Source: an optimization exercise on an open RTL-to-GDS flow (aim: small area, a short achievable clock period and few clock cycles per item). Production flows keep margins and buffers that such runs may drop.
RTL that was checked went through simulation tests only; none was proved equivalent to the original.
Power and IR drop assume default switching activity.

## ex_mem_top
module ex_mem_top #(
    parameter int DMEM_WORDS = 16
) (
    input  logic        clk_in,
    input  logic        reset,
    input  logic        rdy_in,
    input  logic [3:0]  issue_cmd,
    input  logic [31:0] issue_pc,
    input  logic [31:0] issue_rs1,
    input  logic [31:0] issue_rs2,
    input  logic [31:0] issue_imm,
    input  logic [4:0]  issue_rd,
    input  logic        issue_strobe,
    output logic        ex_busy,
    output logic [4:0]  wb_rd,
    output logic [31:0] wb_data,
    output logic        wb_strobe,
    output logic        branch_taken,
    output logic [31:0] branch_target
);
    localparam logic [3:0] C_ADD = 4'd0;
    localparam logic [3:0] C_SUB = 4'd1;
    localparam logic [3:0] C_AND = 4'd2;
    localparam logic [3:0] C_OR  = 4'd3;
    localparam logic [3:0] C_XOR = 4'd4;
    localparam logic [3:0] C_SLT = 4'd5;
    localparam logic [3:0] C_SLL = 4'd6;
    localparam logic [3:0] C_SRL = 4'd7;
    localparam logic [3:0] C_BEQ = 4'd8;
    localparam logic [3:0] C_BNE = 4'd9;
    localparam logic [3:0] C_LW  = 4'd10;
    localparam logic [3:0] C_SW  = 4'd11;
    assign ex_busy = !rdy_in;
    logic accept;
    assign accept = issue_strobe && rdy_in;
    logic        d_br, d_sll, d_shift, d_inv, d_sw, d_wb, d_taken;
    logic [31:0] d_rs1, d_a, d_b;
    logic [5:0]  d_addr;
    always_comb begin
        d_br    = (issue_cmd == C_BEQ) || (issue_cmd == C_BNE);
        d_sll   = (issue_cmd == C_SLL);
        d_shift = (issue_cmd == C_SLL) || (issue_cmd == C_SRL);
        d_inv   = (issue_cmd == C_SUB) || (issue_cmd == C_SLT);
        d_sw    = (issue_cmd == C_SW);
        d_wb    = (issue_cmd <= C_SRL) || (issue_cmd == C_LW);
        d_taken = ((issue_rs1 == issue_rs2) == (issue_cmd == C_BEQ)) && d_br;
        d_addr  = issue_rs1[5:0] + issue_imm[5:0];
        for (int i = 0; i < 32; i++) d_rs1[i] = d_sll ? issue_rs1[31-i] : issue_rs1[i];
  ...
Settings: LEC_CHECK=0, CAP_MARGIN=20, CORE_MARGIN=2, CORE_UTILIZATION=40, CTS_BUF_LIST=sky130_fd_sc_hd__clkbuf_4 sky130_fd_sc_hd__clkbuf_8, SETUP_SLACK_MARGIN=2.7, SLEW_MARGIN=20, TNS_END_PERCENT=100; clock period 5.0 ns.
run.sh (not shown) runs the stock make flow with config.mk's settings and CLKGATE_MAP_FILE= SYNTH_SCRIPT=/design/flow/synth_recipe.tcl, a recipe that flattens the netlist after the stock synthesis.
Change:
CTS_BUF_LIST = unset   (was sky130_fd_sc_hd__clkbuf_4 sky130_fd_sc_hd__clkbuf_8)
What happened: Count of clock-buffer cells in the layout fell by 64. Die area is unchanged. Setup slack is worse by 0.040 ns. Worst hold slack hardly moves. First-iteration DRC count is higher slightly. Clock skew came out lower by 0.033 ns.
Function was not checked in any run of this note: the RTL went through the layout flow alone.

========
build 75:
ex_mem_top, a different RTL version from the one above (not shown whole).
Size in the first run: roughly 1900 cells after synthesis, roughly 640 flip-flops, roughly 210 I/O pins, ~0.029 mm^2 of cells after synthesis.
// ex_mem_top
module ex_mem_top #(
    parameter int DMEM_WORDS = 16
) (
    input  logic        clk_in,
    input  logic        reset,
    input  logic        rdy_in,
    input  logic [3:0]  issue_cmd,
    input  logic [31:0] issue_pc,
    input  logic [31:0] issue_rs1,
    input  logic [31:0] issue_rs2,
    input  logic [31:0] issue_imm,
    input  logic [4:0]  issue_rd,
    input  logic        issue_strobe,
    output logic        ex_busy,
    output logic [4:0]  wb_rd,
    output logic [31:0] wb_data,
    output logic        wb_strobe,
    output logic        branch_taken,
    output logic [31:0] branch_target
);
Settings: LEC_CHECK=0, ABC_CLOCK_PERIOD_IN_PS=2400, CAP_MARGIN=20, CORE_MARGIN=2, CORE_UTILIZATION=40, SETUP_SLACK_MARGIN=2.6, SLEW_MARGIN=20, TNS_END_PERCENT=100; clock period 5.0 ns.
Setup changes, build 75 to build 77
diff --git a/flow/config.mk b/flow/config.mk
--- a/flow/config.mk
+++ b/flow/config.mk
@@ -6,9 +6,9 @@
 export NUM_CORES = 4
 export LEC_CHECK = 0
-export ABC_CLOCK_PERIOD_IN_PS = 2400
+export ABC_CLOCK_PERIOD_IN_PS = 3000
 export CAP_MARGIN = 20
 export CORE_MARGIN = 2
 export CORE_UTILIZATION = 40
-export SETUP_SLACK_MARGIN = 2.6
+export SETUP_SLACK_MARGIN = 2.0
 export SLEW_MARGIN = 20
 export TNS_END_PERCENT = 100
Findings:
Launch point of the critical path = s_idx[0]: build 77; launch point of the critical path = s_a[0]: build 75. Last weighted congestion value of the routability-driven placer: build 77 vs build 75 up about 1.2%. In the metrics for build 75 and build 77, the one carrying the lower setup slack is build 77. Per the comparison of build 77 with build 75, global-route usage has decreased; global-route wire length before repair lower.
What build 86 does differently from build 77 at the input level:
diff --git a/flow/config.mk b/flow/config.mk
--- a/flow/config.mk
+++ b/flow/config.mk
@@ -6,9 +6,6 @@
 export NUM_CORES = 4
 export LEC_CHECK = 0
-export ABC_CLOCK_PERIOD_IN_PS = 3000
 export CAP_MARGIN = 20
 export CORE_MARGIN = 2
 export CORE_UTILIZATION = 40
-export SETUP_SLACK_MARGIN = 2.0
 export SLEW_MARGIN = 20
-export TNS_END_PERCENT = 100
[summary]
Compared with build 77, build 86 improves worst hold slack.
Build 86 vs. build 77: post-route worst setup slack down 0.95 ns, part of the power in the clock network higher, final area went down by 620 um^2, number of I/O port buffers ~0 delta, combinational power share has decreased.
Compared with build 77, build 86 shows a lower leakage power figure.
The maximum frequency of build 86 was inferior to that of build 77.
The fraction of area in registers number comes out lower for build 77 vs build 86.
Side by side, part of the total power dissipated in sequential elements turned out higher in build 86 than in build 77.
No functional check of the RTL was part of any run of this note.

========
== run A ==
Another version of the RTL of ex_mem_top (not shown whole).
Size: roughly 2000 cells after synthesis, about 650 flip-flops, roughly 210 I/O pins, ~28000 um2 of cells after synthesis.
==> flow/config.mk <==
export PLATFORM = sky130hd
export DESIGN_NAME = ex_mem_top
export DESIGN_NICKNAME = ex_mem_top
export VERILOG_FILES = /design/flow/design.v
export SDC_FILE = /design/flow/constraint.sdc
export NUM_CORES = 4
export LEC_CHECK = 0
export CAP_MARGIN = 5
export CORE_MARGIN = 2
export CORE_UTILIZATION = 60
export CTS_BUF_LIST = sky130_fd_sc_hd__clkbuf_8
export CTS_CLUSTER_DIAMETER = 50
export CTS_CLUSTER_SIZE = 16
export SETUP_SLACK_MARGIN = 2.7
export SLEW_MARGIN = 5
export TNS_END_PERCENT = 100
==> flow/constraint.sdc <==
create_clock -name core_clock -period 5.0 [get_ports {clk_in}]
set_input_delay 1.0000 -clock core_clock [delete_from_list [all_inputs] [get_ports {clk_in}]]
set_output_delay 1.0000 -clock core_clock [all_outputs]
set_load 0.01 [all_outputs]
standard.sh (not shown) runs the stock make flow with config.mk's settings and CLKGATE_MAP_FILE= SYNTH_SCRIPT=/design/flow/synth_recipe.tcl, a recipe that flattens the netlist after the stock synthesis.
==> flow/flow/run.sh <==
#!/bin/bash
set -euo pipefail
bash standard.sh \
  BUFFER_PORTS_ARGS="-buffer_cell sky130_fd_sc_hd__buf_1" \
  CTS_ARGS="-sink_clustering_enable -repair_clock_nets -sink_clustering_size 16 -sink_clustering_max_diameter 50 -buf_list sky130_fd_sc_hd__clkbuf_8 -dont_use_dummy_load" \
  MATCH_CELL_FOOTPRINT=0 \
  finish > standard_make.log 2>&1
Testbench counts of run A, summed over its fixed seeds: cycles 16,016, ops 16,000.
What run B does differently from run A at the input level:
- SLEW_MARGIN changed from 5 to 20
- CAP_MARGIN changed from 5 to 20
==> flow/flow/run.sh <==
#!/bin/bash
set -euo pipefail
bash standard.sh \
  BUFFER_PORTS_ARGS="-buffer_cell sky130_fd_sc_hd__buf_1" \
  CTS_ARGS="-sink_clustering_enable -repair_clock_nets -sink_clustering_size 28 -sink_clustering_max_diameter 60 -buf_list sky130_fd_sc_hd__clkbuf_16 -dont_use_dummy_load" \
  MATCH_CELL_FOOTPRINT=0 \
  finish > standard_make.log 2>&1
Results
Side by side, largest stage delay on the critical path turned out higher in run B than in run A.
Relative to run A, run B degrades setup slack.
Run B — clock buffer count about 24% lower, run A as reference
Comparing run B against run A, there is no change at all in XOR/XNOR share of the synthesized area.
On total length of routed met2 wires, run A and run B are basically level.
Power in the clock group, run A and run B: higher on run B
Run B: wire length per cell after detailed routing 0.14 um below run A
Run A vs run B, launching element of the worst setup path: s_sel[8]$_DFF_P_ vs s_sel[10]$_DFF_P_
Run B ends up with lower share of post-route cells with drive strength above 1 than run A does.
There was hardly any difference in total area of sequential cells between run B and run A.
As far as post-route cell area is concerned, run A and run B perform about the same.
Relative to run A, the wire length on met1 measured on run B has decreased slightly.
diff inputs: run B => run C
- PLACE_DENSITY: unset -> 0.66
==> flow/flow/run.sh <==
#!/bin/bash
set -euo pipefail
bash standard.sh \
  BUFFER_PORTS_ARGS="-buffer_cell sky130_fd_sc_hd__buf_1" \
  CTS_ARGS="-sink_clustering_enable -repair_clock_nets -sink_clustering_size 16 -sink_clustering_max_diameter 50 -buf_list sky130_fd_sc_hd__clkbuf_8 -dont_use_dummy_load" \
  MATCH_CELL_FOOTPRINT=0 \
  finish > standard_make.log 2>&1
==> comparison <==
- Run C ends up with a total wire length after detailed routing that is 3.4% higher than in run B.
- Run C vs run B, reported net switching power went up by about 1.2%.
- Between run B and run C, the largest stage delay on the critical path is higher for run B.
- The layout-stage area growth over the synthesis result of run C exceeds that of run B by 1.5 points.
- Delta (run C minus run B): number of buffers inserted by post-CTS setup repair +31; number of multi-input logic gates ~0 delta; utilization +0.89 points; final instance area +410 um2; non-clock buffer count in the final layout +43.
- ~same register cell area after layout in run B and run C
- Internal power contribution sits lower in run C than in run B.

========
## job 6850
Another version of the RTL of ex_mem_top (not shown whole).
Size: roughly 2000 cells after synthesis, roughly 650 flip-flops, roughly 0.028 mm^2 of cells after synthesis.
// ex_mem_top
module ex_mem_top #(
    parameter int DMEM_WORDS = 16
) (
    input  logic        clk_in,
    input  logic        reset,
    input  logic        rdy_in,
    input  logic [3:0]  issue_cmd,
    input  logic [31:0] issue_pc,
    input  logic [31:0] issue_rs1,
    input  logic [31:0] issue_rs2,
    input  logic [31:0] issue_imm,
    input  logic [4:0]  issue_rd,
    input  logic        issue_strobe,
    output logic        ex_busy,
    output logic [4:0]  wb_rd,
    output logic [31:0] wb_data,
    output logic        wb_strobe,
    output logic        branch_taken,
    output logic [31:0] branch_target
);
==> flow/config.mk <==
export PLATFORM = sky130hd
export DESIGN_NAME = ex_mem_top
export DESIGN_NICKNAME = ex_mem_top
export VERILOG_FILES = /design/flow/design.v
export SDC_FILE = /design/flow/constraint.sdc
export NUM_CORES = 4
export LEC_CHECK = 0
export CAP_MARGIN = 20
export CORE_MARGIN = 2
export CORE_UTILIZATION = 60
export CTS_BUF_LIST = sky130_fd_sc_hd__clkbuf_8
export CTS_CLUSTER_DIAMETER = 50
export CTS_CLUSTER_SIZE = 16
export SETUP_SLACK_MARGIN = 2.65
export SLEW_MARGIN = 20
export TNS_END_PERCENT = 100
==> flow/constraint.sdc <==
create_clock -name core_clock -period 5.0 [get_ports {clk_in}]
set_input_delay 1.0000 -clock core_clock [delete_from_list [all_inputs] [get_ports {clk_in}]]
set_output_delay 1.0000 -clock core_clock [all_outputs]
set_load 0.01 [all_outputs]
==> flow/flow/run.sh <==
#!/bin/bash
# Standard ORFS layout (the standard.sh, unchanged synthesis), with two
# make settings: the port buffers start as buf_1 (the resizer may still
# upsize them), and clock tree synthesis inserts no dummy loads.
set -euo pipefail
bash standard.sh \
  BUFFER_PORTS_ARGS="-buffer_cell sky130_fd_sc_hd__buf_1" \
  CTS_ARGS="-sink_clustering_enable -repair_clock_nets -sink_clustering_size 16 -sink_clustering_max_diameter 50 -buf_list sky130_fd_sc_hd__clkbuf_8 -dont_use_dummy_load" \
  finish > standard_make.log 2>&1
Job 6850 finished end to end and its layout was clean on timing, DRC and antenna.
The following lists how job 6815 was set up differently from job 6850:
Settings: changing SETUP_SLACK_MARGIN from 2.65 to 2.8; changing CORE_UTILIZATION from 60 to 70; setting PLACE_DENSITY to 0.72 for the first time.
### Flow results
What job 6815 reported for core footprint has to be multiplied by 1.17 to get the figure for job 6850. Final cell count, job 6815 and job 6850: larger value in job 6850. The total global routing track utilization of job 6815 exceeds that of job 6850 by 6.9 points. Via total after detailed routing for job 6815 is higher than for job 6850. First-pass GRT wire length: job 6815 vs job 6850 up 1600 um. Re count of clock-buffer cells in the layout: job 6815 and job 6850 aren't equal, and the lower value belongs to job 6850.
Edits applied to the flow inputs when going from job 6815 to job 5219:
Settings: changing CORE_UTILIZATION from 70 to 60; removing PLACE_DENSITY (formerly 0.72).
-- flow/flow/run.sh --
<<< job 6815, line 8
  CTS_ARGS="-sink_clustering_enable -repair_clock_nets -sink_clustering_size 16 -sink_clustering_max_diameter 50 -buf_list sky130_fd_sc_hd__clkbuf_8 -dont_use_dummy_load" \
  finish > standard_make.log 2>&1
>>> job 5219, line 8
  CTS_ARGS="-sink_clustering_enable -repair_clock_nets -sink_clustering_size 16 -sink_clustering_max_diameter 50 -buf_list sky130_fd_sc_hd__clkbuf_8 -dont_use_dummy_load" \
  MATCH_CELL_FOOTPRINT=0 \
  finish > standard_make.log 2>&1
--- outcome ---
Result for job 5219 and job 6815: all clean. Job 6815 has lower worst reg-to-reg path cell count than job 5219. Of job 5219 and job 6815, the lower final critical delay including setup and external delays belongs to job 5219. The relative contribution of the clock network to total power was comparable across job 5219 and job 6815. Setup slack in job 5219 is larger than in job 6815.
### job 5219 -> job 5688
Settings: CORE_UTILIZATION changed from 60 to 55.
-- flow/flow/run.sh --
<<< job 5219, line 8
  CTS_ARGS="-sink_clustering_enable -repair_clock_nets -sink_clustering_size 16 -sink_clustering_max_diameter 50 -buf_list sky130_fd_sc_hd__clkbuf_8 -dont_use_dummy_load" \
  MATCH_CELL_FOOTPRINT=0 \
  finish > standard_make.log 2>&1
>>> job 5688, line 8
  CTS_ARGS="-sink_clustering_enable -repair_clock_nets -sink_clustering_size 16 -sink_clustering_max_diameter 50 -buf_list sky130_fd_sc_hd__clkbuf_8 -dont_use_dummy_load" \
  finish > standard_make.log 2>&1
--- outcome ---
- Going from job 5219 to job 5688, highest clock rate went down, number of global-route vias before repair shows an increase of 0.93%, number of rows created at floorplan higher, last weighted congestion value of the routability-driven placer saw little to no change.
- As far as count of multi-input gates is concerned, job 5688 and job 5219 perform about the same.
- Changes observed in job 5688 relative to job 5219: sequential share of layout area neither gained nor lost much; total via count after detailed routing lost about 0.66%; setup slack of the most critical reg-to-reg path lost 0.08 ns.
- Job 5688 against job 5219: final critical-path required period increased 0.085 ns, setup slack decreased 0.085 ns.
No run of this note included a check of the RTL's function; only the layout flow was run.

========
RTL: one of the versions met above, not the one the previous note started from.
For scale: roughly 650 flip-flops, roughly 210 I/O pins, about 0.028 mm2 of cells after synthesis.
==> flow/config.mk <==
export PLATFORM = sky130hd
export DESIGN_NAME = ex_mem_top
export DESIGN_NICKNAME = ex_mem_top
export VERILOG_FILES = /design/flow/design.v
export SDC_FILE = /design/flow/constraint.sdc
export NUM_CORES = 4
export LEC_CHECK = 0
export CAP_MARGIN = 20
export CORE_MARGIN = 2
export CORE_UTILIZATION = 60
export CTS_BUF_LIST = sky130_fd_sc_hd__clkbuf_8
export CTS_CLUSTER_DIAMETER = 50
export CTS_CLUSTER_SIZE = 16
export SETUP_SLACK_MARGIN = 2.8
export SLEW_MARGIN = 20
export TNS_END_PERCENT = 100
==> flow/constraint.sdc <==
create_clock -name core_clock -period 5.0 [get_ports {clk_in}]
set_input_delay 1.0000 -clock core_clock [delete_from_list [all_inputs] [get_ports {clk_in}]]
set_output_delay 1.0000 -clock core_clock [all_outputs]
set_load 0.01 [all_outputs]
==> flow/flow/run.sh <==
#!/bin/bash
# Standard ORFS layout (the standard.sh, unchanged synthesis), with two
# make settings: the port buffers start as buf_1 (the resizer may still
# upsize them), and clock tree synthesis inserts no dummy loads.
set -euo pipefail
bash standard.sh \
  BUFFER_PORTS_ARGS="-buffer_cell sky130_fd_sc_hd__buf_1" \
  CTS_ARGS="-sink_clustering_enable -repair_clock_nets -sink_clustering_size 16 -sink_clustering_max_diameter 50 -buf_list sky130_fd_sc_hd__clkbuf_8 -dont_use_dummy_load" \
  MATCH_CELL_FOOTPRINT=0 \
  finish > standard_make.log 2>&1
Testbench counts at the start, summed over its fixed seeds: cycles 16,016, ops 16,000.
Edit:
--- a/flow/flow/run.sh
+++ b/flow/flow/run.sh
@@ -1,6 +1,3 @@
 #!/bin/bash
-# Standard ORFS layout (the standard.sh, unchanged synthesis), with two
-# make settings: the port buffers start as buf_1 (the resizer may still
-# upsize them), and clock tree synthesis inserts no dummy loads.
 set -euo pipefail
 bash standard.sh \
--- a/flow/config.mk
+++ b/flow/config.mk
@@ -12,5 +12,5 @@
 export CTS_CLUSTER_DIAMETER = 50
 export CTS_CLUSTER_SIZE = 16
-export SETUP_SLACK_MARGIN = 2.8
+export SETUP_SLACK_MARGIN = 2.7
 export SLEW_MARGIN = 20
 export TNS_END_PERCENT = 100
Result: Clock power barely changes; maximum frequency went down by 0.54%; via count went down by 2.2%; synthesized cell count does not change; hold slack degrades by 15 ps; utilization went down by 2.3 points; routed wire length went down by 4.5%; global-route usage went down by 2.0 points; final area went down by 3.2%.

[port drivers added, routing unchanged]
In the flow no input, the clock included, has a driving cell. The finished layouts below were timed again as built, in two steps.
Step 1, drivers: a clkbuf_16 drives clk_in and a buf_2 each remaining input, both assumed.
Step 2 moves the port delays by t, midway between the first and last clock arrival at a register: inputs arrive t later, outputs are due t later. That takes back most of the time a late clock gives input paths.
a / b / c = ideal ports / drivers / drivers and shift; a / b = the first two.
| run | t (ns) | setup WS [ns] | worst slew at a driven data input, ns |
|---|---|---|---|
| the first run of note 1 | 0.764 | 2.355 / 2.355 / 1.991 | 0.10 |
| the second run of note 1 | 0.681 | 2.315 / 2.315 / 2.026 | 0.11 |
| build 75 | 0.662 | 2.073 / 2.073 / 1.940 | 0.10 |
| build 77 | 0.659 | 1.991 / 1.991 / 1.436 | 0.08 |
| build 86 | 0.660 | 1.039 / 1.039 / 1.039 | 0.09 |
| run A | 0.711 | 2.587 / 2.576 / 2.109 | 0.05 |
| run B | 0.627 | 2.568 / 2.568 / 2.117 | 0.05 |
| run C | 0.730 | 2.578 / 2.578 / 1.984 | 0.07 |
| job 6850 | 0.732 | 2.417 / 2.417 / 1.959 | 0.09 |
| job 6815 | 0.714 | 2.179 / 2.179 / 2.044 | 0.08 |
| job 5219 | 0.722 | 2.566 / 2.566 / 2.043 | 0.09 |
| job 5688 | 0.728 | 2.481 / 2.481 / 2.044 | 0.07 |
| the first run of note 5 | 0.719 | 2.628 / 2.570 / 2.155 | 0.07 |
| the second run of note 5 | 0.710 | 2.615 / 2.573 / 2.093 | 0.05 |
After both steps setup and hold are still met in every run listed. The setup slack of run C, which loses most, moves by 0.000 ns with the drivers and by -0.594 ns with both steps.
